This is an optimization exercise on Yosys and OpenROAD, whose aim is small area, a short achievable clock period and few clock cycles, not a production implementation. Where RTL was checked, it was by simulation tests only, not by an equivalence proof against the original. Function not checked in runs 1 to 3 and 7: the RTL went through the layout flow alone. Power is estimated from default activity; no workload was simulated.

`run.sh`:
```
#!/bin/bash
# synth_recipe.tcl (not shown) runs the flow's synth.tcl, then flattens the netlist and writes it again
# the make line also repeats each setting of config.mk as NAME=value (left out here)
make -C /OpenROAD-flow-scripts/flow DESIGN_CONFIG=/design/flow/config.mk WORK_HOME=/design/flow/orfs CLKGATE_MAP_FILE= SYNTH_SCRIPT=/design/flow/synth_recipe.tcl finish
```
`design.v`:
```
module transpose_pingpong #(
  parameter  int VALUE_WIDTH     = 17,
  parameter  int N               = 8,
  localparam int AXIS_DATA_WIDTH = 8 * ((VALUE_WIDTH - 1) / 8 + 1)
) (
  input  logic                       i_clk,
  input  logic                       i_aresetn,
  input  logic                       i_axis_TVALID,
  output logic                       o_axis_TREADY,
  input  logic [AXIS_DATA_WIDTH-1:0] i_axis_TDATA,
  input  logic                       i_axis_TLAST,
  output logic                       o_axis_TVALID,
  input  logic                       i_axis_TREADY,
  output logic [AXIS_DATA_WIDTH-1:0] o_axis_TDATA,
  output logic                       o_axis_TLAST,
  output logic                       o_tlast_err
);
  localparam int VW    = VALUE_WIDTH;
  localparam int DEPTH = N * N;        
  localparam int AW    = $clog2(DEPTH);
  localparam int D1   = 7;
  localparam int D2   = 14;
  localparam int D3   = 28;
  localparam int TAIL = DEPTH - 3 - D1 - D2 - D3;    
  logic pad_unused;
  assign pad_unused = ^i_axis_TDATA;
  logic [AW-1:0] c1, c2;
  logic          fpar;        
  logic          fp1, fp2;    
  logic          s1, s2, s3;  
  logic [AW-1:0] q1, q2, q3;
  assign q1 = c1 - AW'(1);
  assign q2 = c1 - AW'(D1 + 2);
  assign q3 = c1 - AW'(D1 + D2 + 3);
  logic [VW-1:0] ring_in;
  logic [VW-1:0] p0, p1, p2;
  logic [VW-1:0] b1 [D1];
  logic [VW-1:0] b2 [D2];
  logic [VW-1:0] b3 [D3];
  logic [VW-1:0] tl [TAIL];
  logic [VW-1:0] y1, y2, y3;
  logic [VW-1:0] ring_out;    
  logic [VW-1:0] ring_next;   
  assign y1 = s1 ? p0 : b1[D1-1];
  assign y2 = s2 ? p1 : b2[D2-1];
  assign y3 = s3 ? p2 : b3[D3-1];
  assign ring_out  = tl[TAIL-1];
  assign ring_next = tl[TAIL-2];
  always_ff @(posedge i_clk) begin
    p0    <= ring_in;
    b1[0] <= s1 ? b1[D1-1] : p0;
    for (int i = 1; i < D1; i++) b1[i] <= b1[i-1];
    p1    <= y1;
    b2[0] <= s2 ? b2[D2-1] : p1;
    for (int i = 1; i < D2; i++) b2[i] <= b2[i-1];
    p2    <= y2;
    b3[0] <= s3 ? b3[D3-1] : p2;
    for (int i = 1; i < D3; i++) b3[i] <= b3[i-1];
    tl[0] <= y3;
    for (int i = 1; i < TAIL; i++) tl[i] <= tl[i-1];
  end
  logic [AW-1:0] wp;          
  logic          wpar;        
  logic          have_out;    
  logic [AW-1:0] rp;          
  logic          rpar;        
  logic          ready_q;
  logic          accept;
  logic          load;
  logic          w_last;
  logic          r_last;
  logic [VW-1:0] o_value;
  logic          bn_q;        
  logic          eq_next;     
  logic          sink_free;
  logic          a_last;
  logic          x_next;
  logic [3:0]    rdy_case;    
  logic          ready_n;
  logic          bn_n;
  assign o_axis_TREADY = ready_q;
  assign ring_in   = ready_q ? i_axis_TDATA[VW-1:0] : ring_out;
  assign accept    = i_axis_TVALID && ready_q;
  assign w_last    = &wp;
  assign r_last    = &rp;
  assign sink_free = !o_axis_TVALID || i_axis_TREADY;
  assign a_last    = accept && w_last;
  assign load = (bn_q || a_last) && sink_free;
  assign x_next = have_out && (c2 == rp) && (fp2 == rpar);
  assign bn_n   = load ? !r_last : (x_next && !a_last);
  assign eq_next = (wp == c1);
  always_comb begin
    logic gone;
    logic lt, le, lt1;
    gone = have_out && r_last;
    lt   = (wp < rp);         
    le   = (wp <= rp);        
    lt1  = (wp + 1'b1 < rp);  
    rdy_case[0] = eq_next && (!have_out || lt) &&
                  ((wp == '0) ? (!have_out || (fp1 == rpar)) : (fp1 == wpar));
    rdy_case[1] = eq_next && (!have_out || gone || le) &&
                  ((wp == '0) ? (!have_out || gone || (fp1 == rpar)) : (fp1 == wpar));
    rdy_case[2] = !w_last && (!have_out || lt1);
    rdy_case[3] = w_last || !have_out || gone || lt;
  end
  assign ready_n = rdy_case[{accept, load}];
  always_ff @(posedge i_clk or negedge i_aresetn) begin
    if (!i_aresetn) begin
      c1          <= AW'(1);
      c2          <= AW'(2);
      fpar        <= 1'b0;
      fp1         <= 1'b0;
      fp2         <= 1'b0;
      s1          <= 1'b0;
      s2          <= 1'b0;
      s3          <= 1'b0;
      wp          <= '0;
      wpar        <= 1'b0;
      rp          <= '0;
      rpar        <= 1'b0;
      have_out    <= 1'b0;
      bn_q        <= 1'b0;
      ready_q     <= 1'b1;
      o_tlast_err <= 1'b0;
    end else begin
      c1          <= c2;
      c2          <= c2 + 1'b1;
      fpar        <= fp1;
      fp1         <= fp2;
      fp2         <= fp2 ^ (&c2);
      s1          <= q1[3] & ~q1[0];
      s2          <= q2[4] & ~q2[1];
      s3          <= q3[5] & ~q3[2];
      bn_q        <= bn_n;
      ready_q     <= ready_n;
      o_tlast_err <= accept && (i_axis_TLAST != w_last);
      if (accept) begin
        if (wp == '0) wpar <= fpar;
        wp <= wp + 1'b1;
      end
      if (a_last) begin
        have_out <= 1'b1;
        rpar     <= ~wpar;
        rp       <= AW'(load);
      end else if (load) begin
        rp <= rp + 1'b1;
        if (r_last) have_out <= 1'b0;
      end
    end
  end
  always_ff @(posedge i_clk) begin
    if (load) o_value <= ring_next;
  end
  always_ff @(posedge i_clk or negedge i_aresetn) begin
    if (!i_aresetn) begin
      o_axis_TVALID <= 1'b0;
      o_axis_TLAST  <= 1'b0;
    end else if (load) begin
      o_axis_TVALID <= 1'b1;
      o_axis_TLAST  <= r_last;
    end else if (i_axis_TREADY) begin
      o_axis_TVALID <= 1'b0;
      o_axis_TLAST  <= 1'b0;
    end
  end
  assign o_axis_TDATA = {{(AXIS_DATA_WIDTH - VW){o_value[VW-1]}}, o_value};
endmodule
```
`config.mk`:
```
export PLATFORM = sky130hd
export DESIGN_NAME = transpose_pingpong
export DESIGN_NICKNAME = transpose_pingpong
export VERILOG_FILES = /design/flow/design.v
export SDC_FILE = /design/flow/constraint.sdc
export NUM_CORES = 4
export LEC_CHECK = 0
export CAP_MARGIN = 20
export CORE_MARGIN = 2
export CORE_UTILIZATION = 40
export PLACE_DENSITY = 0.6
export SETUP_SLACK_MARGIN = 1.9
export SLEW_MARGIN = 20
```
`constraint.sdc`:
```
create_clock -name core_clock -period 4.0 [get_ports {i_clk}]
set_input_delay 0.8000 -clock core_clock [delete_from_list [all_inputs] [get_ports {i_clk}]]
set_output_delay 0.8000 -clock core_clock [all_outputs]
set_load 0.01 [all_outputs]
```
==> summary.txt, run 1 <==
STA
  – Clock skew: 0.0176 ns
  – Final Hold Viols: 0
  – Unrepaired setup endpoints after global routing: true
  – Final slew viol count: 0
  – Final min period: 2.20 ns
  – Rel. slew slack: approximately 37%
  – Achievable Freq: about 450 MHz
  – Final setup viols: 0
  – Hold Slack: between 0.3 and 0.4 ns
  – Worst-Margin Slew: roughly 0.95 ns
  – Final period util: 55.0%
  – Setup TNS: 0 ns

CTS
  – H-tree levels: 3
  – CTS tree: built
  – Worst skew pair latency: approximately 0.64 ns
  – Clk pin slew, worst setup/hold paths: 0.06 ns
  – CTS root buf: clkbuf_16
  – TritonCTS Sinks: around 1100
  – Num CTS Buffers: between 90 and 100
  – Clk buf depth: 3

Placed design
  – Port buffer count: 49
  – HPWL after detailed placement: 15800 um
  – Routability cong.: roughly 0.75

Setup path
  – Crit-path cells: buf_6 > buf_6 > buf_6
  – Critical path's slowest cell: edfxtp_1
  – Worst Path Max Fanout: 6
  – Worst EP arrival: about 1.4 ns
  – Data required time of the critical path: ~3.2 ns
  – CP dominant cell by count: buf_6
  – Setup CP Type: reg2out
  – Startpoint Class: flop
  – Crit path largest cell delay: 0.40 ns
  – Setup crit end kind: output pin

Final layout
  – FF+latch area: around 23000 um^2
  – Area of the multi-input gates: about 2400 um^2
  – Final core utilization: around half
  – Layout area overhead: 19.7%
  – ANT cells: 0
  – Fillers: 5272
  – Layout Nets: 1627
  – Layout cells sized above 1: about a fifth

Synthesis
  – Sequential share of the synthesized area: 90.0%
  – Area contributors post-synth: dfxtp_1, mux2_2, dfrtp_1
  – YS warnings: 5
  – Avg Cell Area, Syn: between 15 and 20 um^2
  – Cells after synthesis: 1440
  – Ys async rst share: ~3.3%
  – Post-synth EDFFs: 17
  – Post-synth top area cell: dfxtp_1
  – Most instantiated cells after synthesis: dfxtp_1, mux2_2, dfrtp_1
  – Post-synth top area share: a little over four fifths
  – Top FF cell, synth: dfxtp_1
  – Synth Net Count: between 1000 and 1500
  – Post-synth cell types: 44
  – Post-synthesis sequential element count: about 1100
  – Most common cell in the netlist: dfxtp_1
  – Synthesized cell area: 25800 um^2

Global route
  – Overall global routing resource usage: about a tenth
  – Largest net degree at the start of global routing: 39
  – Global-route wire length before repair: around 53000 um
  – Initial antenna violation count: 1
  – Vias in the first global route: 10252
  – Total grt overflow: 0

Power and ir drop
  – Power per Cell Area: between 700 and 800 nW/um^2
  – Maximum vdd ir drop: 0.404 mV
  – Pleak: roughly 13 nW

Run status
  – Status: complete, no violations

Floorplan
  – Top Ports: 57
  – CORE AREA: between 60000 and 70000 um^2
  – FP Rows: between 90 and 100
  – Die Ht: around 260 um
  – Initial Util: between 40% and 50%
  – Total die area: approximately 67000 um^2
  – Die Span X: 258 um

Route
  – DRC: 0
  – First-pass detailed-route iteration total: 4
  – Antenna-violating nets left: 0
  – Via Count: 9897
  – Vias/cell: ~4
  – Drt wl/cell: 12.5 um
  – Final wirelength: approximately 32000 um
  – First DRT Iteration DRCs: 450

Min path
  – Worst hold path type: reg2reg

Run
  – Max-cap viol count: 0
-- cells by family (layout without fill, tap and decap cells) --
family | after synthesis | after routing | synth area share [%]
and+or+nand+nor | 63 | 63 | 1.32
muxes | 121 | 121 | 5.28
DFF | 1143 | 1143 | 90.0
buffers and inverters | 38 | 258 | 0.785
adders and majority gates | 17 | 17 | 0.824
AOI/OAI and AO/OA | 23 | 23 | 0.606
xor gates and xnor gates | 35 | 35 | 1.19
-- per-stage QoR --
stage	instance area, um^2	cells	total power [mW]	setup WS (ns)
after detailed placement	27300	2323	12.0	0.879
after CTS	30900	2508	21.9	1.73
after floorplan	25800	1440	11.9	2.08
after global routing	30900	2515	22.4	1.74
final	30900	2515	21.7	1.80
after global placement	27300	2323	12.0	0.897
-- power by group --
group	internal, mW	switching [mW]
logic	0.103	0.0800
registers	11.5	0.0525
clock network	5.93	3.95
total	17.6	4.08
-- flip-flops by register name, indices dropped and copies added, names as in the netlist, 6 cells and up --
signal and flops:
p1 17, b2 238, b1 119, b3 476, wp 6, tl 204, rp 6, p2 17
c1 6, o_value 17, p0 17, c2 6
-- timing repair --
item | 4_1_cts | 5_1_grt
resized for setup | 100 | 9
endpoints found under the hold margin | 0 | 0
hold buffers | 0 | 0
cloned | 1 | 0
buffers inserted | 5 | 7
setup endpoints to repair | 49 | 25
pin swaps | 0 | 0
-- cell type report --
| cell class | count | area share, % |
|---|---|---|
| flip-flops and latches | 1143 | 75.2 |
| clock inverters | 43 | 1.97 |
| repair buffers | 67 | 2.05 |
| inverters | 12 | 0.190 |
| multi-input cells | 259 | 7.72 |
| well taps | 855 | 3.46 |
| clock buffers | 136 | 9.38 |
-- path summary, 6_finish.rpt --
| kind | start | end | slack (ns) | depth (start not counted) |
|---|---|---|---|---|
| setup / recovery | o_value[16] | o_axis_TDATA[22] | 1.80 | 3 |
| hold / removal | tl[7][15] | tl[8][15] | 0.31 | 0 |
| setup reg to reg | wp[3] | ready_q | 1.94 | 8 |
| hold reg to reg | tl[7][15] | tl[8][15] | 0.31 | 0 |
| max in group asynchronous | i_aresetn | ready_q | 3.03 | 2 |
| min in group asynchronous | i_aresetn | wp[4] | 0.59 | 2 |
-- cell usage in the layout, fill, tap and decap left out, types with 2 or more instances in the layout --
| cell | synthesis | layout |
|---|---|---|
| nand2_1 | 14 | 13 |
| clkinv_4 | 0 | 3 |
| nand3_1 | 11 | 11 |
| clkdlybuf4s50_1 | 0 | 21 |
| clkinvlp_4 | 0 | 6 |
| mux2_2 | 121 | 121 |
| ha_1 | 17 | 16 |
| inv_1 | 11 | 11 |
| nor2_1 | 12 | 12 |
| nor3_1 | 2 | 2 |
| clkdlybuf4s15_1 | 0 | 8 |
| dfxtp_1 | 1088 | 1088 |
| dfstp_2 | 3 | 3 |
| nor4_1 | 3 | 3 |
| dfrtp_2 | 0 | 5 |
| o22ai_1 | 2 | 2 |
| and2_1 | 3 | 3 |
| a21o_1 | 3 | 3 |
| a21oi_1 | 7 | 7 |
| buf_2 | 9 | 5 |
| nand3b_1 | 2 | 2 |
| clkbuf_1 | 4 | 12 |
| clkbuf_8 | 0 | 22 |
| clkinv_2 | 0 | 14 |
| nor2b_1 | 2 | 2 |
| xnor2_1 | 16 | 16 |
| buf_6 | 2 | 11 |
| edfxtp_1 | 17 | 17 |
| clkbuf_16 | 0 | 102 |
| nand4_1 | 3 | 3 |
| o21ai_0 | 3 | 3 |
| bufinv_16 | 0 | 13 |
| clkbuf_2 | 0 | 5 |
| xor2_1 | 19 | 19 |
| buf_4 | 9 | 13 |
| inv_6 | 0 | 4 |
| and3_1 | 4 | 4 |
| dfrtp_1 | 35 | 30 |
-- critical path: cells and delay by family (launching register included) --
family   cells  cell delay, ns
buf+inv      3            0.38
flops        1            0.40
-- layer usage --
metal  vias to the layer above  share of wire [%]  track usage (%)
met4                         0                3.2             5.48
li1                       4914                  -                -
met3                        76                4.6             2.58
met2                       167                 41             14.1
met5                         -                  0                0
met1                      4740                 51             13.6
==> run 2, diff against run 1 <==
--- a/config.mk
+++ b/config.mk
@@ -7,7 +7,7 @@
 export LEC_CHECK = 0
 export CAP_MARGIN = 20
 export CORE_MARGIN = 2
-export CORE_UTILIZATION = 40
-export PLACE_DENSITY = 0.6
-export SETUP_SLACK_MARGIN = 1.9
+export CORE_UTILIZATION = 60
+export PLACE_DENSITY = 0.75
+export SETUP_SLACK_MARGIN = 2.0
 export SLEW_MARGIN = 20
==> run 2 against run 1 <==
Net effect:
- die area down 33%
- fmax rose by 0.19%
- area after synthesis unchanged
- first-iteration DRC count rose by 33%
- synthesized cell count unchanged
- routed wire length increased by 16%
- register-to-register slack improved by 0.07 ns
- critical path depth shrank 1
- via count is 1.6% higher
- clock skew increased by 0.0028 ns
- count of clock-buffer cells in the layout grew 5
- flip-flop and latch count did not move
- largest cell class unchanged
- largest power group unchanged
==> summary.txt, run 2 <==
Run status
  – Status: complete, no violations (unchanged)

Floorplan
  – Top Ports: 57 (unchanged)
  – FP Rows: 76 (was 93)
  – Die Ht: 211 um (was 258 um)
  – Initial Util: 60.4% (was 40.3%)
  – CORE AREA: 42800 um^2 (was 64100 um^2)
  – Total die area: 44700 um^2 (was 66600 um^2)
  – Die Span X: 211 um (was 258 um)

STA
  – Rel. slew slack: 60.0% (was 37.0%)
  – Unrepaired setup endpoints after global routing: true (unchanged)
  – Final setup viols: 0 (unchanged)
  – Final worst setup slack: 1.80 ns (about the same)
  – Clock skew: 0.0204 ns (was 0.0176 ns)
  – Final Hold Viols: 0 (unchanged)
  – Final period util: 54.9% (was 55.0%)
  – Final slew viol count: 0 (unchanged)
  – Final min period: 2.20 ns (about the same)
  – Hold Slack: 0.309 ns (was 0.312 ns)
  – Worst-Margin Slew: 0.600 ns (was 0.946 ns)
  – Achievable Freq: 455 MHz (about the same)
  – Setup TNS: 0 ns (unchanged)

Final layout
  – Most frequent cells in the layout: dfxtp_1, mux2_2, clkbuf_16 (unchanged)
  – Layout area overhead: 17.6% (was 19.7%)
  – Area of the multi-input gates: 2440 um^2 (was 2380 um^2)
  – Largest regs: b3 (476), b2 (238), tl (204) (unchanged)
  – Most common cell after layout, fill and taps aside: dfxtp_1 (unchanged)
  – Fillers: 2454 (was 5272)
  – Final Cell Area: 30400 um^2 (was 30900 um^2)
  – Layout cells sized above 1: 21.4% (was 20.5%)
  – Layout Nets: 1633 (was 1627)
  – Max reg flops: 476 (unchanged)
  – FF+latch area: 23300 um^2 (unchanged)
  – Biggest register: b3 (unchanged)
  – Final non-filler cell total: 2217 (was 2515)
  – ANT cells: 0 (unchanged)
  – Final core utilization: 71.0% (was 48.2%)

CTS
  – Clk pin slew, worst setup/hold paths: 0.06 ns (about the same)
  – Clk buf depth: 3 (unchanged)
  – TritonCTS Sinks: 1143 (unchanged)
  – CTS hold repair buffers: 0 (unchanged)
  – CTS tree: built (unchanged)
  – H-tree levels: 3 (unchanged)
  – CTS root buf: clkbuf_16 (unchanged)
  – Worst skew pair latency: 0.64 ns (about the same)
  – Num CTS Buffers: 98 (unchanged)

Synthesis
  – YS warnings: 5 (unchanged)
  – Synth Net Count: 1486 (unchanged)
  – Post-synth top area share: 84.3% (unchanged)
  – Sequential share of the synthesized area: 90.0% (unchanged)
  – Area contributors post-synth: dfxtp_1, mux2_2, dfrtp_1 (unchanged)
  – Most common cell in the netlist: dfxtp_1 (unchanged)
  – Top FF cell, synth: dfxtp_1 (unchanged)
  – Post-synth top area cell: dfxtp_1 (unchanged)
  – Post-synth EDFFs: 17 (unchanged)
  – Post-synth cell types: 44 (unchanged)
  – Most instantiated cells after synthesis: dfxtp_1, mux2_2, dfrtp_1 (unchanged)
  – Synthesized cell area: 25800 um^2 (unchanged)
  – Ys async rst share: 3.32% (unchanged)
  – Cells after synthesis: 1440 (unchanged)
  – Post-synthesis sequential element count: 1143 (unchanged)
  – Avg Cell Area, Syn: 17.9 um^2 (unchanged)

Setup path
  – Setup CP Type: reg2out (unchanged)
  – Buf+Inv Stages, Crit Path: 2 (was 3)
  – Data required time of the critical path: 3.20 ns (about the same)
  – Crit-path cells: buf_12 > buf_6 (was buf_6 > buf_6 > buf_6)
  – Worst Path Max Fanout: 2 (was 6)
  – Crit path largest cell delay: 0.57 ns (was 0.40 ns)
  – Setup crit end kind: output pin (unchanged)
  – Crit-path leading delay family: flip-flops (unchanged)
  – Worst EP arrival: 1.40 ns (about the same)
  – Startpoint Class: flop (unchanged)
  – Critical path's slowest cell: dfstp_2 (was edfxtp_1)

Global route
  – Initial antenna violation count: 0 (was 1)
  – Global-route wire length before repair: 58200 um (was 52600 um)
  – Vias in the first global route: 10829 (was 10252)
  – Total grt overflow: 0 (unchanged)
  – Overall global routing resource usage: 16.9% (was 9.85%)
  – Largest net degree at the start of global routing: 39 (unchanged)

Route
  – First-pass detailed-route iteration total: 5 (was 4)
  – Vias/cell: 4.54 (was 3.94)
  – Drt wl/cell: 16.4 um (was 12.5 um)
  – First DRT Iteration DRCs: 598 (was 450)
  – Antenna-violating nets left: 0 (unchanged)
  – Final wirelength: 36400 um (was 31500 um)
  – Via Count: 10059 (was 9897)
  – DRC: 0 (unchanged)

Power and ir drop
  – Power per Cell Area: 697 nW/um^2 (was 701 nW/um^2)
  – Maximum vdd ir drop: 0.474 mV (was 0.404 mV)
  – Pleak: 12.7 nW (about the same)
  – Overall power: 21.2 mW (was 21.7 mW)

Placed design
  – Area of placed instances: 26900 um^2 (was 27300 um^2)
  – HPWL after detailed placement: 16700 um (was 15800 um)
  – Placed Cells: 2015 (was 2323)
  – Port buffer count: 49 (unchanged)
  – Post-placement setup slack: 0.877 ns (was 0.879 ns)
  – Routability cong.: 0.837 (was 0.749)

Run
  – Max-cap viol count: 0 (unchanged)

Min path
  – Worst hold path type: reg2reg (unchanged)
run 2: cell count changes in the layout (fill, tap and decap cells not counted), sizes merged:
cell	before	now
buf	30	50
clkinv	18	28
clkdlybuf4s15	9	0
bufinv	14	6
clkinvlp	6	3
inv	17	19
dlygate4sd2	1	0
run 2: timing repair:
action	4_1_cts	5_1_grt
pin swaps	0	2
resized for setup	136	11
gates cloned	2	0
setup endpoints to repair	50	35
setup buffers	7	9
run 2: routing by layer:
metal	wire, um	GRT usage, %	vias to the layer above	part of all wire, %
li1	-	-	4927	-
met1	16900	22.4	4887	46
met2	17200	27.2	179	47
met3	1420	3.56	66	3.9
met4	848	7.14	0	2.3
met5	0	0	-	0
run 2: area by class of cell:
cell class,count,area share (%)
clock buffer,141,9.46
clock inverter,43,1.35
inverter,12,0.194
multi-input combinational,259,8.04
sequential,1143,76.5
tap,546,2.25
timing repair buffer,72,2.16
timing repair inverter,1,0.0206
run 2: cell families (layout without fill, tap and decap cells):
group / count (synthesis) / after routing / synth area share [%]
muxes: 121 / 121 / 5.28
DFF: 1143 / 1143 / 90.0
adders and majority gates: 17 / 17 / 0.824
AOI/OAI and AO/OA: 23 / 23 / 0.606
buffers and inverters: 38 / 269 / 0.785
and+or+nand+nor: 63 / 63 / 1.32
xor gates and xnor gates: 35 / 35 / 1.19
run 2: power breakdown:
part | switching, mW | internal (mW)
combinational | 0.0971 | 0.100
clock | 4.02 | 5.36
sequential | 0.0588 | 11.5
run 2: worst paths after layout:
kind,start,slack (ns),to,cells after the start
max in group asynchronous,i_aresetn,3.04,ready_q,2
worst max register to register,wp[3],2.01,ready_q,7
worst min register to register,tl[1][15],0.31,tl[2][15],0
worst min-delay path,tl[1][15],0.31,tl[2][15],0
worst max-delay path,ready_q,1.80,o_axis_TREADY,2
min in group asynchronous,i_aresetn,0.59,o_tlast_err,2
==> run 3, diff against run 2 <==
--- a/config.mk
+++ b/config.mk
@@ -8,6 +8,9 @@
 export CAP_MARGIN = 20
 export CORE_MARGIN = 2
 export CORE_UTILIZATION = 60
+export CTS_BUF_LIST = sky130_fd_sc_hd__clkbuf_16 sky130_fd_sc_hd__clkbuf_8
+export CTS_CLUSTER_DIAMETER = 60
+export CTS_CLUSTER_SIZE = 30
 export PLACE_DENSITY = 0.75
 export SETUP_SLACK_MARGIN = 2.0
 export SLEW_MARGIN = 20
==> run 3 against run 2 <==
Net effect:
- still clean on timing, DRC and antenna
- global-route usage down 2.4 points
- final area down 5.9%
- hold slack better by 0.0059 ns
- register-to-register slack worse by 0.02 ns
- area after synthesis unchanged
- clock skew about the same
- power down 17%
- routed wire length down 12%
- die area unchanged
- core utilization down 4.2 points
- via count down 5.2%
- first-iteration DRC count down 18%
- critical endpoint unchanged
- largest cell class unchanged
- largest power group unchanged
- highest routed layer unchanged
==> summary.txt, run 3 <==
Synthesis
  – Ys async rst share: 3.32% (unchanged)
  – Post-synth EDFFs: 17 (unchanged)
  – Post-synthesis sequential element count: 1143 (unchanged)
  – Post-synth top area share: 84.3% (unchanged)
  – Avg Cell Area, Syn: 17.9 um^2 (unchanged)
  – Sequential share of the synthesized area: 90.0% (unchanged)
  – Most instantiated cells after synthesis: dfxtp_1, mux2_2, dfrtp_1 (unchanged)
  – YS warnings: 5 (unchanged)
  – Synth Net Count: 1486 (unchanged)
  – Post-synth top area cell: dfxtp_1 (unchanged)
  – Cells after synthesis: 1440 (unchanged)
  – Most common cell in the netlist: dfxtp_1 (unchanged)
  – Synthesized cell area: 25800 um^2 (unchanged)
  – Area contributors post-synth: dfxtp_1, mux2_2, dfrtp_1 (unchanged)
  – Post-synth cell types: 44 (unchanged)
  – Top FF cell, synth: dfxtp_1 (unchanged)

Run
  – Max-cap viol count: 0 (unchanged)

CTS
  – H-tree levels: 2 (was 3)
  – TritonCTS Sinks: 1143 (unchanged)
  – Clk buf depth: 3 (unchanged)
  – Clk pin slew, worst setup/hold paths: 0.11 ns (was 0.06 ns)
  – CTS hold repair buffers: 0 (unchanged)
  – CTS root buf: clkbuf_16 (unchanged)
  – Num CTS Buffers: 47 (was 98)
  – Worst skew pair latency: 0.60 ns (was 0.64 ns)
  – CTS tree: built (unchanged)

Min path
  – Hold Path Cell Cnt: 0 (unchanged)
  – Worst hold start: b3[9][3] (was tl[1][15])
  – Worst hold path type: reg2reg (unchanged)
  – Worst hold path endpoint: b3[10][3] (was tl[2][15])

Final layout
  – Biggest register: b3 (unchanged)
  – Most common cell after layout, fill and taps aside: dfxtp_1 (unchanged)
  – Layout cells sized above 1: 16.8% (was 21.4%)
  – Largest regs: b3 (476), b2 (238), tl (204) (unchanged)
  – Layout Nets: 1587 (was 1633)
  – Fillers: 2698 (was 2454)
  – Most frequent cells in the layout: dfxtp_1, mux2_2, clkbuf_16 (unchanged)
  – ANT cells: 0 (unchanged)
  – Max reg flops: 476 (unchanged)
  – Layout area overhead: 10.7% (was 17.6%)

STA
  – Clock skew: 0.0206 ns (was 0.0204 ns)
  – Final Hold Viols: 0 (unchanged)
  – Final min period: 2.17 ns (was 2.20 ns)
  – Unrepaired setup endpoints after global routing: true (unchanged)
  – Hold Slack: 0.315 ns (was 0.309 ns)
  – Final setup viols: 0 (unchanged)
  – Rel. slew slack: 57.3% (was 60.0%)
  – Achievable Freq: 462 MHz (was 455 MHz)
  – Setup TNS: 0 ns (unchanged)
  – Worst-Margin Slew: 0.640 ns (was 0.600 ns)
  – Final slew viol count: 0 (unchanged)
  – Final period util: 54.1% (was 54.9%)

Global route
  – Global-route wire length before repair: 50900 um (was 58200 um)
  – Total grt overflow: 0 (unchanged)
  – Largest net degree at the start of global routing: 39 (unchanged)
  – Vias in the first global route: 9705 (was 10829)
  – Initial antenna violation count: 1 (was 0)
  – Overall global routing resource usage: 14.5% (was 16.9%)

Power and ir drop
  – Pleak: 11.9 nW (was 12.7 nW)
  – Maximum vdd ir drop: 0.403 mV (was 0.474 mV)
  – Power per Cell Area: 612 nW/um^2 (was 697 nW/um^2)

Run status
  – Status: complete, no violations (unchanged)

Setup path
  – Data required time of the critical path: 3.20 ns (about the same)
  – Startpoint Class: flop (unchanged)
  – Crit path largest cell delay: 0.58 ns (was 0.57 ns)
  – Worst EP arrival: 1.37 ns (was 1.40 ns)
  – R2r worst-path depth: 7 (unchanged)
  – RR Startpoint: wp[3] (unchanged)
  – Worst r2r dst: ready_q (unchanged)
  – Setup crit end kind: output pin (unchanged)
  – Crit-path cells: buf_12 > buf_6 (unchanged)
  – Setup CP Type: reg2out (unchanged)
  – Worst Path Max Fanout: 2 (unchanged)
  – Critical path's slowest cell: dfstp_2 (unchanged)
  – R2R setup slack: 1.99 ns (was 2.01 ns)

Placed design
  – HPWL after detailed placement: 16700 um (unchanged)
  – Routability cong.: 0.837 (unchanged)
  – Port buffer count: 49 (unchanged)

Floorplan
  – Total die area: 44700 um^2 (unchanged)
  – CORE AREA: 42800 um^2 (unchanged)
  – Initial Util: 60.4% (unchanged)
  – Die Ht: 211 um (unchanged)
  – Die Span X: 211 um (unchanged)
  – FP Rows: 76 (unchanged)
  – Top Ports: 57 (unchanged)

Route
  – Vias/cell: 4.52 (was 4.54)
  – DRC: 0 (unchanged)
  – Drt wl/cell: 15.2 um (was 16.4 um)
  – First-pass detailed-route iteration total: 4 (was 5)
  – Final wirelength: 32000 um (was 36400 um)
  – First DRT Iteration DRCs: 492 (was 598)
  – Via Count: 9533 (was 10059)
  – Antenna-violating nets left: 0 (unchanged)
[run 3: layer usage]
metal	vias to the layer above	routed length, um	track usage (%)
li1	4762	-	-
met1	4563	15500	20.2
met2	146	14400	22.8
met3	62	1270	2.91
met4	0	818	5.39
met5	-	0	0
[run 3: critical path, delay by kind of cell, from the launching register on]
family	cells	cell delay [ns]
buffers and inverters	2	0.19
DFF	1	0.58
[run 3: repair_timing]
action                     in CTS  in global routing
buffers inserted               10                 11
pin swaps                       0                  2
resized for setup             136                 16
cloned                          2                  0
setup endpoints to repair      50                 18
[run 3: final cells by class]
class | count | area [um^2] | share of cell area (%)
clock buffers | 51 | 1250 | 4.39
clock inverters | 21 | 209 | 0.731
inverters | 12 | 52.6 | 0.184
multi-input cells | 259 | 2470 | 8.63
flip-flops and latches | 1143 | 23300 | 81.3
well taps | 546 | 683 | 2.39
repair buffers | 77 | 662 | 2.32
repair inverters | 1 | 6.26 | 0.0219
[run 3: where the power goes]
group / leakage [nW] / switching, mW / total (mW) / internal, mW
clock network: 0.752 / 3.26 / 5.66 / 2.40
logic: 1.64 / 0.114 / 0.244 / 0.130
registers: 9.46 / 0.0522 / 11.6 / 11.5
total: 11.9 / 3.43 / 17.5 / 14.1
[run 3: worst max-delay path by stage]
stage                  startpoint            end  slack [ns]  cells past startpoint
floorplan                   wp[2]        ready_q        2.08                      9
global placement    i_axis_TVALID       have_out        0.98                      7
detailed placement  i_axis_TVALID       have_out        0.88                      7
CTS                       ready_q  o_axis_TREADY        1.80                      2
global route              ready_q  o_axis_TREADY        1.78                      2
finish                    ready_q  o_axis_TREADY        1.83                      2
[run 3: cells by family after synthesis]
family | synth area share, %
adders and majority gates | 0.824
AOI/OAI and AO/OA | 0.606
xor gates and xnor gates | 1.19
and+or+nand+nor | 1.32
buffers and inverters | 0.785
DFF | 90.0
muxes | 5.28
[run 3: stage by stage]
step	std cells	setup slack, ns	area (um^2)	total power, mW	utilization, %
6_report	2110	1.83	28600	17.5	66.8
5_1_grt	2110	1.78	28600	18.1	66.8
4_1_cts	2099	1.80	28400	17.6	66.4
3_5_place_dp	2015	0.877	26900	12.0	62.8
3_3_place_gp	2015	0.977	26900	12.0	62.8
2_1_floorplan	1440	2.08	25800	11.9	-
==> run 4, diff against run 3 <==
--- a/design.v
+++ b/design.v
@@ -65,6 +65,7 @@
   logic [AW-1:0] rp;          
   logic          rpar;        
   logic          ready_q;
+  logic          nready_q;    
   logic          accept;
   logic          load;
   logic          w_last;
@@ -78,6 +79,7 @@
   logic [3:0]    rdy_case;    
   logic          ready_n;
   logic          bn_n;
+  assign ready_q       = !nready_q;
   assign o_axis_TREADY = ready_q;
   assign ring_in   = ready_q ? i_axis_TDATA[VW-1:0] : ring_out;
   assign accept    = i_axis_TVALID && ready_q;
@@ -120,7 +122,7 @@
       rpar        <= 1'b0;
       have_out    <= 1'b0;
       bn_q        <= 1'b0;
-      ready_q     <= 1'b1;
+      nready_q    <= 1'b0;
       o_tlast_err <= 1'b0;
     end else begin
       c1          <= c2;
@@ -132,7 +134,7 @@
       s2          <= q2[4] & ~q2[1];
       s3          <= q3[5] & ~q3[2];
       bn_q        <= bn_n;
-      ready_q     <= ready_n;
+      nready_q    <= !ready_n;
       o_tlast_err <= accept && (i_axis_TLAST != w_last);
       if (accept) begin
         if (wp == '0) wpar <= fpar;
==> run 4 against run 3 <==
Net effect:
- first-iteration DRC count shrank 14%
- power grew 6.5%
- global-route usage shrank 0.44 points
- routed wire length shrank 3.4%
- count of clock-buffer cells in the layout grew 2
- flip-flop and latch count is the same
- clock skew grew 0.0014 ns
- area after synthesis is essentially flat
- cell count is essentially flat
- non-clock buffer count grew 2
- critical endpoint is now nready_q
- largest cell class unchanged
- largest power group unchanged
==> summary.txt, run 4 <==
Route
  – Via Count: 9546 (was 9533)
  – First-pass detailed-route iteration total: 4 (unchanged)
  – DRC: 0 (unchanged)
  – First DRT Iteration DRCs: 425 (was 492)
  – Antenna-violating nets left: 0 (unchanged)
  – Drt wl/cell: 14.6 um (was 15.2 um)
  – Vias/cell: 4.52 (about the same)
  – Final wirelength: 30900 um (was 32000 um)

Power and ir drop
  – Internal cell power: 14.7 mW (was 14.1 mW)
  – Sw Ratio: 21.0% (was 19.6%)
  – Power per Cell Area: 651 nW/um^2 (was 612 nW/um^2)
  – Pleak: 11.7 nW (was 11.9 nW)
  – Overall power: 18.6 mW (was 17.5 mW)
  – Power share of the combinational group: 4.5% (was 1.4%)
  – Clock Power Share: 30.9% (was 32.4%)
  – Sequential share of power: 64.6% (was 66.2%)
  – Sw Pwr: 3.91 mW (was 3.43 mW)
  – Maximum vdd ir drop: 0.351 mV (was 0.403 mV)

STA
  – Achievable Freq: 463 MHz (was 462 MHz)
  – Rel. slew slack: 39.5% (was 57.3%)
  – Final period util: 54.0% (was 54.1%)
  – Final setup viols: 0 (unchanged)
  – Final min period: 2.16 ns (was 2.17 ns)
  – Clock skew: 0.0221 ns (was 0.0206 ns)
  – Worst-Margin Slew: 0.907 ns (was 0.640 ns)
  – Unrepaired setup endpoints after global routing: true (unchanged)
  – Final slew viol count: 0 (unchanged)
  – Final Hold Viols: 0 (unchanged)
  – Setup TNS: 0 ns (unchanged)
  – Hold Slack: 0.315 ns (about the same)

Synthesis
  – Post-synth top area cell: dfxtp_1 (unchanged)
  – Most instantiated cells after synthesis: dfxtp_1, mux2_2, dfrtp_1 (unchanged)
  – Post-synth cell types: 46 (was 44)
  – Synthesized cell area: 25800 um^2 (about the same)
  – Post-synth EDFFs: 17 (unchanged)
  – Most common cell in the netlist: dfxtp_1 (unchanged)
  – Area contributors post-synth: dfxtp_1, mux2_2, dfrtp_1 (unchanged)
  – Synth Net Count: 1486 (unchanged)
  – Post-synthesis sequential element count: 1143 (unchanged)
  – Avg Cell Area, Syn: 17.9 um^2 (about the same)
  – Top FF cell, synth: dfxtp_1 (unchanged)
  – YS warnings: 5 (unchanged)
  – Cells after synthesis: 1440 (unchanged)
  – Post-synth top area share: 84.4% (was 84.3%)
  – Sequential share of the synthesized area: 90.0% (about the same)
  – Ys async rst share: 3.32% (unchanged)

Setup path
  – Worst EP arrival: 2.67 ns (was 1.37 ns)
  – Startpoint Class: flop (unchanged)
  – Setup CP Type: reg2reg (was reg2out)
  – Critical path's slowest cell: or4b_1 (was dfstp_2)
  – Buf+Inv Stages, Crit Path: 1 (was 2)
  – Worst Path Max Fanout: 6 (was 2)
  – Setup crit end kind: flop (was output pin)
  – Crit-path cells: inv_2 > ha_1 > nand3_1 > a21boi_0 > o31a_1 > or4b_1 > a32oi_1 (was buf_12 > buf_6)
  – Crit-path leading delay family: compound AO/OA/AOI/OAI gates (was flip-flops)
  – Data required time of the critical path: 4.51 ns (was 3.20 ns)
  – Crit path largest cell delay: 0.46 ns (was 0.58 ns)

Run
  – Max-cap viol count: 0 (unchanged)

Global route
  – Overall global routing resource usage: 14.1% (was 14.5%)
  – Total grt overflow: 0 (unchanged)
  – Global-route wire length before repair: 49500 um (was 50900 um)
  – Largest net degree at the start of global routing: 39 (unchanged)
  – Initial antenna violation count: 0 (was 1)
  – Vias in the first global route: 9709 (was 9705)

CTS
  – H-tree levels: 2 (unchanged)
  – Worst skew pair latency: 0.61 ns (was 0.60 ns)
  – Num CTS Buffers: 48 (was 47)
  – CTS tree: built (unchanged)
  – TritonCTS Sinks: 1143 (unchanged)
  – CTS root buf: clkbuf_16 (unchanged)
  – Clk pin slew, worst setup/hold paths: 0.10 ns (was 0.11 ns)
  – Clk buf depth: 3 (unchanged)
  – CTS hold repair buffers: 0 (unchanged)

Final layout
  – Layout cells sized above 1: 17.8% (was 16.8%)
  – Largest regs: b3 (476), b2 (238), tl (204) (unchanged)
  – Most common cell after layout, fill and taps aside: dfxtp_1 (unchanged)
  – Layout area overhead: 10.8% (was 10.7%)
  – Layout Nets: 1588 (was 1587)
  – Final core utilization: 66.9% (was 66.8%)
  – ANT cells: 0 (unchanged)
  – Final non-filler cell total: 2111 (was 2110)
  – Biggest register: b3 (unchanged)
  – Max reg flops: 476 (unchanged)
  – Most frequent cells in the layout: dfxtp_1, mux2_2, clkbuf_16 (unchanged)

Min path
  – Worst hold path type: reg2reg (unchanged)

Floorplan
  – CORE AREA: 42800 um^2 (unchanged)
  – FP Rows: 76 (unchanged)
  – Top Ports: 57 (unchanged)
  – Die Span X: 211 um (about the same)
  – Total die area: 44700 um^2 (about the same)
  – Die Ht: 211 um (about the same)
  – Initial Util: 60.3% (was 60.4%)

Placed design
  – Placed Cells: 2012 (was 2015)
  – HPWL after detailed placement: 16400 um (was 16700 um)
  – Port buffer count: 49 (unchanged)
  – Routability cong.: 0.843 (was 0.837)

Run status
  – Status: complete, no violations (unchanged)
run 4: worst reg2reg max path: stages (launching register included):
cell and delay, ns:
dfrtp_1 0.37, inv_2 0.08, ha_1 0.33, nand3_1 0.08, a21boi_0 0.31, o31a_1 0.26
or4b_1 0.46, a32oi_1 0.17
run 4: what timing repair did:
action | 4_1_cts | 5_1_grt
resized for setup | 145 | 8
hold endpoints to repair | 0 | 0
endpoints found under the setup margin | 55 | 17
pin swaps | 8 | 6
buffers inserted | 20 | 6
run 4: kinds of logic after synthesis:
logic type / count (synthesis) / share of synthesized area [%]
AND/OR/NAND/NOR: 61 / 1.33
flip-flops: 1143 / 90.0
adder cells (fa/ha/maj): 17 / 0.824
XOR/XNOR: 37 / 1.26
AO/OA/AOI/OAI: 21 / 0.562
buffers and inverters: 40 / 0.727
multiplexers: 121 / 5.28
run 4: layout make-up:
class / count / area (um^2)
Clock buffer: 53 / 1300
Clock inverter: 20 / 208
Fill cell: 2786 / 14200
Inverter: 13 / 56.3
Multi-Input combinational cell: 257 / 2470
Sequential cell: 1143 / 23300
Tap cell: 546 / 683
Timing Repair Buffer: 79 / 628
run 4: routing by layer:
layer | vias to the layer above | GRT usage (%) | wire (um)
met5 | - | 0 | 0
li1 | 4766 | - | -
met4 | 0 | 4.71 | 728
met2 | 120 | 21.5 | 13600
met1 | 4595 | 20.1 | 15500
met3 | 65 | 3.22 | 1160
run 4: worst paths after layout:
check	from	endpoint	slack, ns	cells after the start
setup / recovery	rp[3]	nready_q	1.84	7
hold / removal	b3[12][4]	b3[13][4]	0.31	0
setup reg to reg	rp[3]	nready_q	1.84	7
hold reg to reg	b3[12][4]	b3[13][4]	0.31	0
max in group asynchronous	i_aresetn	nready_q	2.99	2
min in group asynchronous	i_aresetn	wp[0]	0.62	2
run 4: power groups by stage:
stage	Combinational [mW]	Sequential, mW	Clock, mW
CTS	0.765	12.0	5.89
global placement	0.600	12.3	0
detailed placement	0.633	12.3	0
floorplan	0.405	12.3	0
global route	0.915	12.1	6.29
finish	0.837	12.0	5.75
run 4: through the flow:
stage	cell area (um^2)	worst slack (ns)
after global placement	26900	0.965
after floorplan	25800	2.05
after global routing	28600	1.79
after detailed placement	26900	0.929
after CTS	28500	1.83
final	28600	1.84
Testbench counts of run 4, summed over its fixed seeds: cycles 16,896.
==> run 5, diff against run 4 <==
==> config.mk (replaced) <==
export PLATFORM = sky130hd
export DESIGN_NAME = transpose_pingpong
export DESIGN_NICKNAME = transpose_pingpong
export VERILOG_FILES = /design/flow/design.v
export SDC_FILE = /design/flow/constraint.sdc
export NUM_CORES = 4
export LEC_CHECK = 0
export ABC_CLOCK_PERIOD_IN_PS = 2000
export CAP_MARGIN = 20
export CORE_MARGIN = 2
export CORE_UTILIZATION = 70
export CTS_BUF_LIST = sky130_fd_sc_hd__clkbuf_16 sky130_fd_sc_hd__clkbuf_8
export CTS_CLUSTER_DIAMETER = 60
export CTS_CLUSTER_SIZE = 32
export PLACE_DENSITY = 0.8
export SETUP_SLACK_MARGIN = 2.1
export SLEW_MARGIN = 20
==> run 5 against run 4 <==
Net effect:
- cell count is 3.3% lower
- still clean
- highest routed layer unchanged
- critical path type is now reg2out
- largest cell class unchanged
- area after synthesis stayed put
- core utilization rose by 12 points
- clock power rose by 0.9%
- worst setup slack improved by 0.037 ns
==> summary.txt, run 5 <==
Floorplan
  – Die Ht: 196 um (was 211 um)
  – FP Rows: 70 (was 76)
  – Initial Util: 70.9% (was 60.3%)
  – Top Ports: 57 (unchanged)
  – Total die area: 38400 um^2 (was 44700 um^2)
  – Die Span X: 196 um (was 211 um)
  – CORE AREA: 36400 um^2 (was 42800 um^2)

Final layout
  – Layout area overhead: 11.0% (was 10.8%)
  – Most common cell after layout, fill and taps aside: dfxtp_1 (unchanged)
  – ANT cells: 0 (unchanged)
  – Layout cells sized above 1: 18.6% (was 17.8%)
  – Biggest register: b3 (unchanged)
  – Largest regs: b3 (476), b2 (238), tl (204) (unchanged)
  – Most frequent cells in the layout: dfxtp_1, mux2_2, clkbuf_16 (unchanged)
  – Final Cell Area: 28600 um^2 (about the same)
  – Layout Nets: 1591 (was 1588)
  – Final non-filler cell total: 2041 (was 2111)
  – Max reg flops: 476 (unchanged)

STA
  – Hold Slack: 0.321 ns (was 0.315 ns)
  – Setup TNS: 0 ns (unchanged)
  – Final setup viols: 0 (unchanged)
  – Final Hold Viols: 0 (unchanged)
  – Unrepaired setup endpoints after global routing: true (unchanged)
  – Clock skew: 0.0200 ns (was 0.0221 ns)
  – Final period util: 53.1% (was 54.0%)
  – Final slew viol count: 0 (unchanged)
  – Worst-Margin Slew: 0.577 ns (was 0.907 ns)
  – Final min period: 2.12 ns (was 2.16 ns)
  – Achievable Freq: 471 MHz (was 463 MHz)
  – Rel. slew slack: 61.5% (was 39.5%)
  – Final worst setup slack: 1.88 ns (was 1.84 ns)

Synthesis
  – Post-synthesis sequential element count: 1143 (unchanged)
  – Post-synth top area cell: dfxtp_1 (unchanged)
  – Synth Net Count: 1486 (unchanged)
  – Avg Cell Area, Syn: 17.9 um^2 (unchanged)
  – Post-synth cell types: 46 (unchanged)
  – Post-synth top area share: 84.4% (unchanged)
  – YS warnings: 5 (unchanged)
  – Sequential share of the synthesized area: 90.0% (unchanged)
  – Area contributors post-synth: dfxtp_1, mux2_2, dfrtp_1 (unchanged)
  – Cells after synthesis: 1440 (unchanged)
  – Ys async rst share: 3.32% (unchanged)
  – Top FF cell, synth: dfxtp_1 (unchanged)
  – Most instantiated cells after synthesis: dfxtp_1, mux2_2, dfrtp_1 (unchanged)
  – Most common cell in the netlist: dfxtp_1 (unchanged)
  – Post-synth EDFFs: 17 (unchanged)
  – Synthesized cell area: 25800 um^2 (unchanged)

Global route
  – Total grt overflow: 0 (unchanged)
  – Overall global routing resource usage: 18.1% (was 14.1%)
  – Largest net degree at the start of global routing: 39 (unchanged)
  – Global-route wire length before repair: 54000 um (was 49500 um)
  – Initial antenna violation count: 0 (unchanged)
  – Vias in the first global route: 9916 (was 9709)

Setup path
  – Setup CP Type: reg2out (was reg2reg)
  – Data required time of the critical path: 3.20 ns (was 4.51 ns)
  – Setup crit end kind: output pin (was flop)
  – Worst Path Max Fanout: 6 (unchanged)
  – Startpoint Class: flop (unchanged)
  – Worst EP arrival: 1.32 ns (was 2.67 ns)
  – Worst Setup SP: o_value[16] (was rp[3])
  – RR Startpoint: wp[4] (was rp[3])

CTS
  – CTS tree: built (unchanged)
  – TritonCTS Sinks: 1143 (unchanged)
  – CTS root buf: clkbuf_16 (unchanged)
  – CTS hold repair buffers: 0 (unchanged)
  – Num CTS Buffers: 45 (was 48)
  – Worst skew pair latency: 0.59 ns (was 0.61 ns)
  – Clk buf depth: 3 (unchanged)
  – Clk pin slew, worst setup/hold paths: 0.11 ns (was 0.10 ns)
  – H-tree levels: 2 (unchanged)

Route
  – First DRT Iteration DRCs: 393 (was 425)
  – Via Count: 9633 (was 9546)
  – Vias/cell: 4.72 (was 4.52)
  – DRC: 0 (unchanged)
  – Antenna-violating nets left: 0 (unchanged)
  – Drt wl/cell: 16.9 um (was 14.6 um)
  – Final wirelength: 34400 um (was 30900 um)
  – First-pass detailed-route iteration total: 4 (unchanged)

Placed design
  – Placed Cells: 1934 (was 2012)
  – Area of placed instances: 26800 um^2 (was 26900 um^2)
  – Post-placement setup slack: 0.947 ns (was 0.929 ns)
  – Routability cong.: 0.806 (was 0.843)
  – HPWL after detailed placement: 17300 um (was 16400 um)
  – Port buffer count: 49 (unchanged)

Min path
  – Worst hold path type: reg2reg (unchanged)
  – Worst hold start: b3[19][8] (was b3[12][4])

Power and ir drop
  – Maximum vdd ir drop: 0.435 mV (was 0.351 mV)
  – Power per Cell Area: 657 nW/um^2 (was 651 nW/um^2)
  – Pleak: 11.7 nW (about the same)

Run status
  – Status: complete, no violations (unchanged)

Run
  – Max-cap viol count: 0 (unchanged)
## run 5: cell counts after synthesis
Identical to the previous run, type by type.
## run 5: path summary, 6_finish.rpt
kind / end / slack [ns] / depth (start not counted)
worst min register to register: b3[20][8] / 0.32 / 0
min in group asynchronous: o_tlast_err / 0.63 / 2
max in group asynchronous: nready_q / 3.00 / 2
worst max register to register: nready_q / 2.00 / 6
worst max-delay path: o_axis_TDATA[18] / 1.88 / 2
worst min-delay path: b3[20][8] / 0.32 / 0
## run 5: through the flow
| stage | power, mW | util (%) |
|---|---|---|
| after global routing | 19.4 | 78.6 |
| after detailed placement | 12.9 | 73.5 |
| after floorplan | 12.7 | - |
| final | 18.8 | 78.6 |
| after CTS | 18.7 | 78.0 |
| after global placement | 12.9 | 73.5 |
## run 5: layout make-up
cell class              count  area, um^2
well taps                 468         586
clock buffers              49        1210
fillers                  1855        7790
flip-flops and latches   1143       23300
inverters                  13        77.6
repair buffers             84         658
clock inverters            26         287
multi-input cells         257        2560
repair inverters            1        8.76
## run 5: logic make-up after synthesis
kind of cell	count (synthesis)	synth area share, %
flops	1143	90.0
fa+ha+maj	17	0.824
mux	121	5.28
simple gates	61	1.33
buf+inv	40	0.727
xor+xnor	37	1.26
compound gates	21	0.562
## run 5: critical path, cell delays in order (launching register included)
cell and delay, ns:
edfxtp_1 0.48, buf_6 0.16, buf_6 0.11
## run 5: power breakdown
part	total, mW	switching [mW]	leakage, nW	internal (mW)
registers	12.1	0.204	9.41	11.9
logic	0.942	0.454	1.57	0.487
clock network	5.80	3.32	0.757	2.48
## run 5: what timing repair did
action | 4_1_cts | 5_1_grt
gates resized for setup | 139 | 26
buffers inserted | 20 | 11
setup endpoints to repair | 59 | 31
pin swaps | 3 | 13
cloned | 0 | 1
## run 5: per-layer routing
| layer | GRT usage, % | part of all wire, % |
|---|---|---|
| met5 | 0 | 0 |
| met4 | 5.67 | 2.3 |
| met3 | 3.09 | 3.1 |
| met2 | 29.9 | 47 |
| met1 | 25.1 | 47 |
==> run 6, diff against run 5 <==
--- a/config.mk
+++ b/config.mk
@@ -8,10 +8,10 @@
 export ABC_CLOCK_PERIOD_IN_PS = 2000
 export CAP_MARGIN = 20
 export CORE_MARGIN = 2
-export CORE_UTILIZATION = 70
+export CORE_UTILIZATION = 60
 export CTS_BUF_LIST = sky130_fd_sc_hd__clkbuf_16 sky130_fd_sc_hd__clkbuf_8
-export CTS_CLUSTER_DIAMETER = 60
-export CTS_CLUSTER_SIZE = 32
-export PLACE_DENSITY = 0.8
-export SETUP_SLACK_MARGIN = 2.1
+export CTS_CLUSTER_DIAMETER = 70
+export CTS_CLUSTER_SIZE = 36
+export PLACE_DENSITY = 0.75
+export SETUP_SLACK_MARGIN = 2.0
 export SLEW_MARGIN = 20
==> run 6 against run 5 <==
Net effect:
- still clean on timing, DRC and antenna
- combinational power is 17% lower
- die area up 16%
- clock skew increased by 0.014 ns
- core utilization down 13 points
- via count is 2.2% lower
- fmax grew 0.89%
- synthesized cell count unchanged
- flip-flop and latch count did not move
- sequential share of layout area is 1.1 points higher
- sequential power about the same
- non-clock buffer count is 8 lower
- cell count is 2.6% higher
- critical endpoint is now o_axis_TDATA[21]
==> summary.txt, run 6 <==
CTS
  – H-tree levels: 2 (unchanged)
  – CTS root buf: clkbuf_16 (unchanged)
  – Clk pin slew, worst setup/hold paths: 0.11 ns (about the same)
  – Clk buf depth: 3 (unchanged)
  – CTS tree: built (unchanged)
  – Num CTS Buffers: 41 (was 45)
  – Worst skew pair latency: 0.58 ns (was 0.59 ns)
  – TritonCTS Sinks: 1143 (unchanged)
  – CTS hold repair buffers: 0 (unchanged)

Final layout
  – ANT cells: 0 (unchanged)
  – Layout Nets: 1578 (was 1591)
  – Largest regs: b3 (476), b2 (238), tl (204) (unchanged)
  – Layout cells sized above 1: 16.8% (was 18.6%)
  – Most common cell after layout, fill and taps aside: dfxtp_1 (unchanged)
  – Final core utilization: 66.1% (was 78.6%)
  – Biggest register: b3 (unchanged)
  – Most frequent cells in the layout: dfxtp_1, mux2_2, clkbuf_16 (unchanged)
  – Layout area overhead: 9.49% (was 11.0%)
  – Max reg flops: 476 (unchanged)

Min path
  – Worst hold path endpoint: b3[8][3] (was b3[20][8])
  – Hold Path Cell Cnt: 0 (unchanged)
  – Worst hold path type: reg2reg (unchanged)
  – Worst hold start: b3[7][3] (was b3[19][8])

STA
  – Setup TNS: 0 ns (unchanged)
  – Final slew viol count: 0 (unchanged)
  – Achievable Freq: 475 MHz (was 471 MHz)
  – Final min period: 2.10 ns (was 2.12 ns)
  – Clock skew: 0.0341 ns (was 0.0200 ns)
  – Worst-Margin Slew: 0.868 ns (was 0.577 ns)
  – Final worst setup slack: 1.90 ns (was 1.88 ns)
  – Rel. slew slack: 42.1% (was 61.5%)
  – Final Hold Viols: 0 (unchanged)
  – Final setup viols: 0 (unchanged)
  – Final period util: 52.6% (was 53.1%)
  – Unrepaired setup endpoints after global routing: true (unchanged)

Synthesis
  – Most common cell in the netlist: dfxtp_1 (unchanged)
  – Cells after synthesis: 1440 (unchanged)
  – Mux contribution to synthesized area: 5.28% (unchanged)
  – Post-synth cell types: 46 (unchanged)
  – Sequential share of the synthesized area: 90.0% (unchanged)
  – Area contributors post-synth: dfxtp_1, mux2_2, dfrtp_1 (unchanged)
  – YS warnings: 5 (unchanged)
  – Ys async rst share: 3.32% (unchanged)
  – Synth Area in XOR/XNOR: 1.26% (unchanged)
  – Avg Cell Area, Syn: 17.9 um^2 (unchanged)
  – Post-synthesis sequential element count: 1143 (unchanged)
  – Main combinational cell family by area after synthesis: multiplexers (unchanged)
  – Synthesized cell area: 25800 um^2 (unchanged)
  – Post-synthesis simple-gate area fraction: 1.33% (unchanged)
  – Adder-Cell Fraction of Synth Area: 0.824% (unchanged)
  – Synth Net Count: 1486 (unchanged)
  – Post-synth top area cell: dfxtp_1 (unchanged)
  – Top FF cell, synth: dfxtp_1 (unchanged)
  – Most instantiated cells after synthesis: dfxtp_1, mux2_2, dfrtp_1 (unchanged)
  – Post-synth top area share: 84.4% (unchanged)
  – Compound-cell area share of the yosys netlist: 0.562% (unchanged)
  – Post-synth EDFFs: 17 (unchanged)

Setup path
  – Setup crit end kind: output pin (unchanged)
  – Crit path largest cell delay: 0.47 ns (was 0.48 ns)
  – Startpoint Class: flop (unchanged)
  – R2r worst-path depth: 9 (was 6)
  – Worst r2r dst: nready_q (unchanged)
  – Data required time of the critical path: 3.20 ns (about the same)
  – Setup CP Type: reg2out (unchanged)
  – RR Startpoint: wp[2] (was wp[4])
  – Worst EP arrival: 1.30 ns (was 1.32 ns)
  – Worst Path Max Fanout: 7 (was 6)
  – Crit-path cells: buf_6 > buf_6 (unchanged)
  – Critical path's slowest cell: edfxtp_1 (unchanged)
  – R2R setup slack: 1.98 ns (was 2.00 ns)
  – Buf+Inv Stages, Crit Path: 2 (unchanged)
  – CP dominant cell by count: buf_6 (unchanged)
  – Crit-path leading delay family: flip-flops (unchanged)

Floorplan
  – FP Rows: 76 (was 70)
  – Initial Util: 60.3% (was 70.9%)
  – Top Ports: 57 (unchanged)
  – Die Ht: 211 um (was 196 um)
  – Die Span X: 211 um (was 196 um)
  – Total die area: 44700 um^2 (was 38400 um^2)
  – CORE AREA: 42800 um^2 (was 36400 um^2)

Power and ir drop
  – Pleak: 11.5 nW (was 11.7 nW)
  – Power share of the combinational group: 4.3% (was 5.0%)
  – Power per Cell Area: 637 nW/um^2 (was 657 nW/um^2)
  – Sequential share of power: 66.8% (was 64.2%)
  – Clock Power Share: 28.9% (was 30.8%)
  – Sw Ratio: 20.9% (was 21.1%)
  – Sw Pwr: 3.76 mW (was 3.98 mW)
  – Maximum vdd ir drop: 0.450 mV (was 0.435 mV)
  – Internal cell power: 14.3 mW (was 14.8 mW)
  – Overall power: 18.0 mW (was 18.8 mW)

Route
  – First DRT Iteration DRCs: 495 (was 393)
  – Vias/cell: 4.50 (was 4.72)
  – Drt wl/cell: 14.2 um (was 16.9 um)
  – Final wirelength: 29800 um (was 34400 um)
  – Via Count: 9420 (was 9633)
  – Antenna-violating nets left: 0 (unchanged)
  – First-pass detailed-route iteration total: 4 (unchanged)
  – DRC: 0 (unchanged)

Placed design
  – Port buffer count: 49 (unchanged)
  – HPWL after detailed placement: 16400 um (was 17300 um)
  – Post-placement setup slack: 0.929 ns (was 0.947 ns)
  – Routability cong.: 0.843 (was 0.806)

Global route
  – Largest net degree at the start of global routing: 39 (unchanged)
  – Overall global routing resource usage: 13.6% (was 18.1%)
  – Total grt overflow: 0 (unchanged)
  – Vias in the first global route: 9552 (was 9916)
  – Global-route wire length before repair: 48000 um (was 54000 um)
  – Initial antenna violation count: 0 (unchanged)

Run
  – Max-cap viol count: 0 (unchanged)

Run status
  – Status: complete, no violations (unchanged)
run 6: worst max path at each step:
stage / startpoint / end / slack, ns / depth (start not counted)
after floorplan: wp[2] / nready_q / 2.05 / 9
after global placement: i_axis_TVALID / have_out / 0.97 / 7
after detailed placement: i_axis_TVALID / have_out / 0.93 / 7
after CTS: o_value[16] / o_axis_TDATA[19] / 1.85 / 2
after global routing: o_value[16] / o_axis_TDATA[21] / 1.81 / 2
final: o_value[16] / o_axis_TDATA[21] / 1.90 / 2
run 6: stage by stage:
| step | std cells | hold WS, ns | area (um^2) |
|---|---|---|---|
| 2_1_floorplan | 1440 | 0.310 | 25800 |
| 3_5_place_dp | 2012 | 0.312 | 26900 |
| 6_report | 2095 | 0.299 | 28300 |
| 5_1_grt | 2095 | 0.289 | 28300 |
| 3_3_place_gp | 2012 | 0.310 | 26900 |
| 4_1_cts | 2087 | 0.298 | 28200 |
run 6: repair_timing:
item                       4_1_cts  5_1_grt
buffers inserted                15        8
pin swaps                        2        7
setup endpoints to repair       54       12
hold endpoints to repair         0        0
resized for setup              134        9
gates cloned                     0        0
run 6: final cells by class:
cell class	count	area, um^2
Timing Repair Buffer	76	579
Tap cell	546	683
Clock inverter	18	195
Clock buffer	42	1040
Sequential cell	1143	23300
Multi-Input combinational cell	257	2440
Fill cell	2829	14500
Inverter	13	75.1
run 6: per-layer routing:
layer	track usage, %	vias to the layer above	routed length, um
met5	0	-	0
met4	5.32	0	716
met3	2.54	54	1120
met2	20.4	123	12700
met1	19.8	4504	15200
li1	-	4739	-
run 6: worst register-to-register path, stage by stage (launching register included):
cell	delay, ns
dfrtp_2	0.42
buf_4	0.14
nand3_2	0.11
nor2_2	0.05
xor2_1	0.16
ha_1	0.32
a21o_1	0.19
a21o_1	0.18
o32ai_1	0.24
a32oi_1	0.08
run 6: power by group through the flow:
| stage | logic (mW) | clock network [mW] | registers [mW] |
|---|---|---|---|
| floorplan | 0.405 | 0 | 12.3 |
| global placement | 0.600 | 0 | 12.3 |
| detailed placement | 0.633 | 0 | 12.3 |
| CTS | 0.684 | 5.34 | 12.1 |
| global route | 0.861 | 5.70 | 12.1 |
| finish | 0.779 | 5.20 | 12.0 |
run 6: logic make-up (layout without fill, tap and decap cells):
kind of cell             after synthesis  in the layout
AND/OR/NAND/NOR                       61             61
flip-flops                          1143           1143
adder cells (fa/ha/maj)               17             17
XOR/XNOR                              37             37
AO/OA/AOI/OAI                         21             21
multiplexers                         121            121
buffers and inverters                 40            149
==> run 7, diff against run 6 <==
--- a/design.v
+++ b/design.v
@@ -105,7 +105,17 @@
     rdy_case[2] = !w_last && (!have_out || lt1);
     rdy_case[3] = w_last || !have_out || gone || lt;
   end
-  assign ready_n = rdy_case[{accept, load}];
+  logic [3:0] rdy_late;       
+  always_comb begin
+    logic fr0, fr1;           
+    fr0 = !o_axis_TVALID;
+    fr1 = 1'b1;
+    rdy_late[0] = rdy_case[{1'b0, bn_q && fr0}];
+    rdy_late[1] = rdy_case[{1'b0, bn_q && fr1}];
+    rdy_late[2] = rdy_case[{ready_q, (bn_q || (ready_q && w_last)) && fr0}];
+    rdy_late[3] = rdy_case[{ready_q, (bn_q || (ready_q && w_last)) && fr1}];
+  end
+  assign ready_n = rdy_late[{i_axis_TVALID, i_axis_TREADY}];
   always_ff @(posedge i_clk or negedge i_aresetn) begin
     if (!i_aresetn) begin
       c1          <= AW'(1);
@@ -151,18 +161,16 @@
     end
   end
   always_ff @(posedge i_clk) begin
-    if (load) o_value <= ring_next;
+    if (sink_free) begin
+      o_value      <= ring_next;
+      o_axis_TLAST <= r_last;
+    end
   end
   always_ff @(posedge i_clk or negedge i_aresetn) begin
     if (!i_aresetn) begin
       o_axis_TVALID <= 1'b0;
-      o_axis_TLAST  <= 1'b0;
-    end else if (load) begin
-      o_axis_TVALID <= 1'b1;
-      o_axis_TLAST  <= r_last;
-    end else if (i_axis_TREADY) begin
-      o_axis_TVALID <= 1'b0;
-      o_axis_TLAST  <= 1'b0;
+    end else if (sink_free) begin
+      o_axis_TVALID <= load;
     end
   end
   assign o_axis_TDATA = {{(AXIS_DATA_WIDTH - VW){o_value[VW-1]}}, o_value};
--- a/config.mk
+++ b/config.mk
@@ -11,7 +11,7 @@
 export CORE_UTILIZATION = 60
 export CTS_BUF_LIST = sky130_fd_sc_hd__clkbuf_16 sky130_fd_sc_hd__clkbuf_8
 export CTS_CLUSTER_DIAMETER = 70
-export CTS_CLUSTER_SIZE = 36
+export CTS_CLUSTER_SIZE = 32
 export PLACE_DENSITY = 0.75
-export SETUP_SLACK_MARGIN = 2.0
+export SETUP_SLACK_MARGIN = 2.1
 export SLEW_MARGIN = 20
==> run 7 against run 6 <==
Net effect:
- via count grew 0.69%
- still clean on timing, DRC and antenna
- area after synthesis increased by 0.21%
- die area rose by 0.21%
- fmax fell by 3.8%
- worst setup slack lost 0.082 ns
==> summary.txt, run 7 <==
Run status
  – Status: complete, no violations (unchanged)

CTS
  – H-tree levels: 2 (unchanged)
  – CTS hold repair buffers: 0 (unchanged)
  – TritonCTS Sinks: 1143 (unchanged)
  – Clk pin slew, worst setup/hold paths: 0.11 ns (about the same)
  – Worst skew pair latency: 0.58 ns (about the same)
  – CTS root buf: clkbuf_16 (unchanged)
  – CTS tree: built (unchanged)

Placed design
  – Area of placed instances: 26900 um^2 (about the same)
  – HPWL after detailed placement: 16500 um (was 16400 um)
  – Post-placement setup slack: 1.17 ns (was 0.929 ns)
  – Routability cong.: 0.788 (was 0.843)
  – Port buffer count: 49 (unchanged)

Synthesis
  – Synth Net Count: 1493 (was 1486)
  – Avg Cell Area, Syn: 17.9 um^2 (about the same)
  – Synthesized cell area: 25900 um^2 (was 25800 um^2)
  – Post-synth top area share: 84.2% (was 84.4%)
  – Top FF cell, synth: dfxtp_1 (unchanged)
  – Post-synth top area cell: dfxtp_1 (unchanged)
  – Sequential share of the synthesized area: 89.9% (was 90.0%)
  – Post-synth EDFFs: 18 (was 17)
  – Post-synth cell types: 45 (was 46)
  – Cells after synthesis: 1447 (was 1440)
  – YS warnings: 5 (unchanged)

STA
  – Rel. slew slack: 58.1% (was 42.1%)
  – Final worst setup slack: 1.81 ns (was 1.90 ns)
  – Final period util: 54.6% (was 52.6%)
  – Unrepaired setup endpoints after global routing: true (unchanged)
  – Clock skew: 0.0259 ns (was 0.0341 ns)
  – Final setup viols: 0 (unchanged)
  – Final slew viol count: 0 (unchanged)
  – Final Hold Viols: 0 (unchanged)
  – Hold Slack: 0.304 ns (was 0.299 ns)
  – Achievable Freq: 458 MHz (was 475 MHz)
  – Setup TNS: 0 ns (unchanged)

Route
  – DRC: 0 (unchanged)
  – Vias/cell: 4.52 (was 4.50)
  – First-pass detailed-route iteration total: 4 (unchanged)
  – Via Count: 9485 (was 9420)
  – First DRT Iteration DRCs: 365 (was 495)

Setup path
  – Data required time of the critical path: 4.46 ns (was 3.20 ns)
  – Worst EP arrival: 2.64 ns (was 1.30 ns)
  – Critical path's slowest cell: dfrtp_2 (was edfxtp_1)
  – RR Startpoint: wp[1] (was wp[2])
  – Setup crit end kind: flop (was output pin)
  – Worst Setup SP: wp[1] (was o_value[16])
  – Buf+Inv Stages, Crit Path: 0 (was 2)
  – Worst r2r dst: nready_q (unchanged)
  – Worst Path Max Fanout: 2 (was 7)
  – End of the critical path: nready_q (was o_axis_TDATA[21])
  – R2R setup slack: 1.81 ns (was 1.98 ns)
  – Setup CP Type: reg2reg (was reg2out)

Global route
  – Total grt overflow: 0 (unchanged)
  – Overall global routing resource usage: 14.0% (was 13.6%)

Power and ir drop
  – Pleak: 11.6 nW (was 11.5 nW)
  – Maximum vdd ir drop: 0.429 mV (was 0.450 mV)

Min path
  – Hold Path Cell Cnt: 0 (unchanged)
  – Worst hold path type: reg2reg (unchanged)

Floorplan
  – Total die area: 44800 um^2 (was 44700 um^2)
  – FP Rows: 76 (unchanged)
  – Die Span X: 212 um (was 211 um)
  – CORE AREA: 42800 um^2 (unchanged)

Final layout
  – Most frequent cells in the layout: dfxtp_1, mux2_2, clkbuf_16 (unchanged)
  – Layout area overhead: 9.71% (was 9.49%)
  – Most common cell after layout, fill and taps aside: dfxtp_1 (unchanged)
  – Layout Nets: 1580 (was 1578)
  – Biggest register: b3 (unchanged)
  – Largest regs: b3 (476), b2 (238), tl (204) (unchanged)
  – Final non-filler cell total: 2098 (was 2095)
  – Final Cell Area: 28400 um^2 (was 28300 um^2)

Run
  – Max-cap viol count: 0 (unchanged)
-- run 7: timing repair --
action,CTS,global route
pin swaps,4,2
endpoints found under the setup margin,54,31
gates resized for setup,141,4
buffers inserted,13,4
-- run 7: per-layer routing --
layer | global-route usage (%) | wire (um) | up-vias
met5 | 0 | 0 | -
met4 | 4.54 | 733 | 0
met3 | 3.07 | 1060 | 55
met2 | 20.9 | 13000 | 108
met1 | 20.4 | 15700 | 4566
li1 | - | - | 4756
-- run 7: area by class of cell --
type / count / area [um^2]
clock buffer: 48 / 1170
timing repair buffer: 72 / 614
inverter: 15 / 58.8
sequential: 1143 / 23300
clock inverter: 15 / 145
multi-input combinational: 259 / 2460
tap: 546 / 683
fill: 2799 / 14400
-- run 7: worst min path at each step --
stage | from | slack (ns) | end
2_1_floorplan | b1[0][0] | 0.31 | b1[1][0]
3_3_place_gp | tl[6][10] | 0.31 | tl[7][10]
6_report | b3[16][4] | 0.30 | b3[17][4]
4_1_cts | b3[16][4] | 0.31 | b3[17][4]
5_1_grt | b3[16][4] | 0.31 | b3[17][4]
3_5_place_dp | b1[5][11] | 0.31 | b1[6][11]
-- run 7: cells by family after synthesis --
group                    Yosys count  synth area share, %
AO/OA/AOI/OAI                     26                0.721
XOR/XNOR                          36                 1.22
adder cells (fa/ha/maj)           17                0.822
buffers and inverters             45                0.856
flip-flops                      1143                 89.9
multiplexers                     120                 5.22
AND/OR/NAND/NOR                   60                 1.31
-- run 7: where the power goes --
group	switching (mW)	leakage [nW]	total, mW	internal, mW
Clock	3.14	0.669	5.36	2.21
Combinational	0.368	1.47	0.735	0.366
Sequential	0.175	9.41	11.9	11.8
Total	3.69	11.6	18.0	14.3
-- run 7: metrics by stage --
stage               total power, mW  util [%]
finish                         18.0      66.3
global route                   18.7      66.3
CTS                            18.2      66.2
detailed placement             12.9      63.0
global placement               12.8      63.0
floorplan                      12.6         -

Re-timed with assumed drivers on the ports (clkbuf_16 on the clock, buf_2 on other inputs), run 7 has 1.814 ns of setup slack against 1.814 ns with ideal ports, and 1.408 ns once port delays also move by the mid clock arrival of 0.632 ns.
